Background: an optimization exercise with open tools, aiming at small area, a short achievable clock period and few clock cycles per item. Do not read the settings as production practice.
RTL that was checked went through simulation tests only; none was proved equivalent to the original.
No activity file was given, so power comes from the tool's default toggle rates.

==> flow/design.v (excerpt) <==
module ir_pulse_distance_transmitter (
   input  logic                  clock,
   input  logic                  reset,
   input  logic                  req_valid,
   output logic                  req_ready,
   input  logic                  req_kind,
   input  logic [63:0]           req_frame_low,
   input  logic [HIGH_BITS-1:0]  req_frame_high,
   output logic                  rsp_valid,
   input  logic                  rsp_ready,
   output logic                  rsp_ir_level,
   output logic                  rsp_busy_res,
   output logic                  rsp_frame_done,
   input  logic                  csr_we,
   input  logic [CSR_IDX_W-1:0]  csr_index,
   input  logic [CSR_DATA_W-1:0] csr_wdata
);
   logic [HALF_W-1:0]  half_r;
   logic [CYC_W-1:0]   lb_r, bb_r, eb_r;
   logic [SPACE_W-1:0] ls_r, os_r, zs_r;
   logic lb_nz, ls_nz, bb_nz, os_nz, zs_nz, eb_nz;
   logic [6:0] cfg_en;
   always_comb
      for (int k = 0; k < 7; k++) cfg_en[k] = reset || (csr_we && (csr_index == 3'(k)));
   always_ff @(posedge clock) begin
      if (cfg_en[REG_CARRIER_HALF]) half_r <= reset ? CARRIER_HALF_RST : csr_wdata[HALF_W-1:0];
      if (cfg_en[REG_LEAD_BURST])   lb_r   <= reset ? LEAD_BURST_RST : csr_wdata[CYC_W-1:0];
      if (cfg_en[REG_LEAD_SPACE])   ls_r   <= reset ? LEAD_SPACE_RST : csr_wdata[SPACE_W-1:0];
      if (cfg_en[REG_BIT_BURST])    bb_r   <= reset ? BIT_BURST_RST : csr_wdata[CYC_W-1:0];
      if (cfg_en[REG_ONE_SPACE])    os_r   <= reset ? ONE_SPACE_RST : csr_wdata[SPACE_W-1:0];
      if (cfg_en[REG_ZERO_SPACE])   zs_r   <= reset ? ZERO_SPACE_RST : csr_wdata[SPACE_W-1:0];
      if (cfg_en[REG_END_BURST])    eb_r   <= reset ? END_BURST_RST : csr_wdata[CYC_W-1:0];
   end
   always_ff @(posedge clock) begin
      if (reset) begin
         lb_nz <= 1'b1;
         ls_nz <= 1'b1;
         bb_nz <= 1'b1;
         os_nz <= 1'b1;
         zs_nz <= 1'b1;
         eb_nz <= 1'b1;
      end else begin
         lb_nz <= |lb_r;
         ls_nz <= |ls_r;
         bb_nz <= |bb_r;
  ...
==> flow/config.mk <==
export PLATFORM = sky130hd
export DESIGN_NAME = ir_pulse_distance_transmitter
export DESIGN_NICKNAME = ir_pulse_distance_transmitter
export VERILOG_FILES = /design/flow/design.v
export SDC_FILE = /design/flow/constraint.sdc
export NUM_CORES = 4
export LEC_CHECK = 0
export CAP_MARGIN = 20
export CORE_MARGIN = 2
export CORE_UTILIZATION = 70
export SETUP_SLACK_MARGIN = 5
export SLEW_MARGIN = 20
==> flow/constraint.sdc <==
create_clock -name core_clock -period 8.0 [get_ports {clock}]
set_input_delay 1.6000 -clock core_clock [delete_from_list [all_inputs] [get_ports {clock}]]
set_output_delay 1.6000 -clock core_clock [all_outputs]
set_load 0.01 [all_outputs]
standard.sh (not shown) runs the stock make flow with config.mk's settings and CLKGATE_MAP_FILE= SYNTH_SCRIPT=/design/flow/synth_recipe.tcl, a recipe that flattens the netlist after the stock synthesis.
==> flow/flow/run.sh <==
#!/bin/bash
# Layout flow: the standard ORFS flow (standard synthesis unchanged), with
#  - the I/O port buffers made of plain buffers (sky130_fd_sc_hd__buf_2) instead of the
#    delay buffer buffer_ports picks by default; every port still gets its own buffer;
#  - timing repair aiming at 5.25 ns of setup slack.
set -euo pipefail
bash standard.sh "BUFFER_PORTS_ARGS=-buffer_cell sky130_fd_sc_hd__buf_2" SETUP_SLACK_MARGIN=5.25 finish > flow_orfs.log 2>&1
Testbench counts at the start, summed over its fixed seeds: cycles 48,788, beats 48,704.
Change:
--- a/flow/design.v
+++ b/flow/design.v
@@ -204,54 +204,49 @@
    assign f_idle_shift = be_go && real0;
    assign f_tick_shift = lt && t_enter;
    logic entry_lb;
    assign entry_lb = !ls_nz;
    logic stall_s, stall_t, stall_n;
    assign stall_s = s_lt && s_ls;
    assign stall_t = (lt ? t_lt : (lt_step && (ph_ls || ph_bs || (ph_lb && entry_lb))))
                     && !(f_tick_shift ? known_ent : known_stay);
    assign stall_n = (be_go ? t_lt
                            : (lt && (ph_ls || ph_bs || (ph_lb && entry_lb))))
                     && !(f_idle_shift ? known_ent : known_stay);
+   logic stall_next;
+   assign stall_next = start_idle ? stall_s : (tick_busy ? stall_t : stall_n);
    logic push, r_l, r_b, r_d, be_busy;
    assign be_busy = real0 || eb_nz;
    assign push = (accept && !start_be) || be_go;
    assign r_l  = tick_busy && burst && !cp;
    assign r_b  = be_go ? be_busy : (busy || is_start);
    assign r_d  = be_go ? !be_busy : (tick_busy && done_tick);
    logic pop, sv_next;
    assign pop     = ov && rsp_ready;
    assign sv_next = (sv || push) && ov && !pop;
-   logic blocked, rdy_start, rdy_tick, rdy_none, rdy_next;
-   assign blocked   = ov && !rsp_ready;
-   assign rdy_start = busy ? !stall_n : (!s_be && !stall_s);
-   assign rdy_tick  = busy ? !stall_t : !stall_n;
-   assign rdy_none  = !(ph_be && !be_go) && !stall_n;
-   assign rdy_next  = accept ? (!blocked && (req_kind ? rdy_start : rdy_tick))
-                             : (rdy_none && !((sv || be_go) && blocked));
    logic n_be;
    assign n_be = ph_upd ? (kind_sel && s_be) : ph_be;
    always_ff @(posedge clock) begin
       if (reset) begin
          ph_lb  <= 1'b0;
          ph_ls  <= 1'b0;
          ph_bb  <= 1'b0;
          ph_bs  <= 1'b0;
          ph_eb  <= 1'b0;
          ph_be  <= 1'b0;
          used0  <= 1'b0;
          rdy_ff <= 1'b1;
          ov     <= 1'b0;
          sv     <= 1'b0;
       end else begin
-         rdy_ff <= rdy_next;
+         rdy_ff <= !sv_next && !n_be && !stall_next;
          used0  <= (tick_busy ? f_tick_shift : f_idle_shift);
          if (!ov || pop) begin
             ov <= sv || push;
             sv <= 1'b0;
          end else if (push) begin
             sv <= 1'b1;
          end
          if (ph_upd) begin
             ph_lb <= kind_sel ? s_lb : 1'b0;
             ph_ls <= kind_sel ? s_ls : go_ls;
             ph_bb <= kind_sel ? 1'b0 : t_bb;
Outcome: The new run finished with timing, DRC and antenna clean. Count of clock-buffer cells in the layout is lower by 3. Wire length increases slightly. Total power drops slightly. Synthesized cell count drops slightly. Clock skew hardly moves.
Only the layout flow was run in the second run of this note; the RTL was not checked for function there.

## separate check: timing with driven ports
How much do the figures lean on ideal ports? The routed layouts below were timed once more, with nothing changed but the port constraints.
Step 1, drivers: a clkbuf_16 drives clock and a buf_2 each remaining input, both assumed.
Step 2 times the ports against the registers' clock, not the clock port: input delays grow and output delays shrink by t, the midpoint of the rising clock arrivals with the driver on.
Slacks: no drivers / after step 1 / after step 2; pairs: no drivers / after step 1.
run	t (ns)	slack for setup (ns)	worst setup path after step 2	worst data-port slew with drivers (ns)	cell pins on the clock port's net
the first run	0.533	5.297 / 5.273 / 4.802	input to register	0.04	1
the second run	0.546	5.219 / 5.239 / 4.694	input to register	0.06	1
After both steps setup and hold are still met in every run listed. For the second run, which loses most, drivers alone change the setup slack by +0.020 ns; drivers and shift together by -0.525 ns.
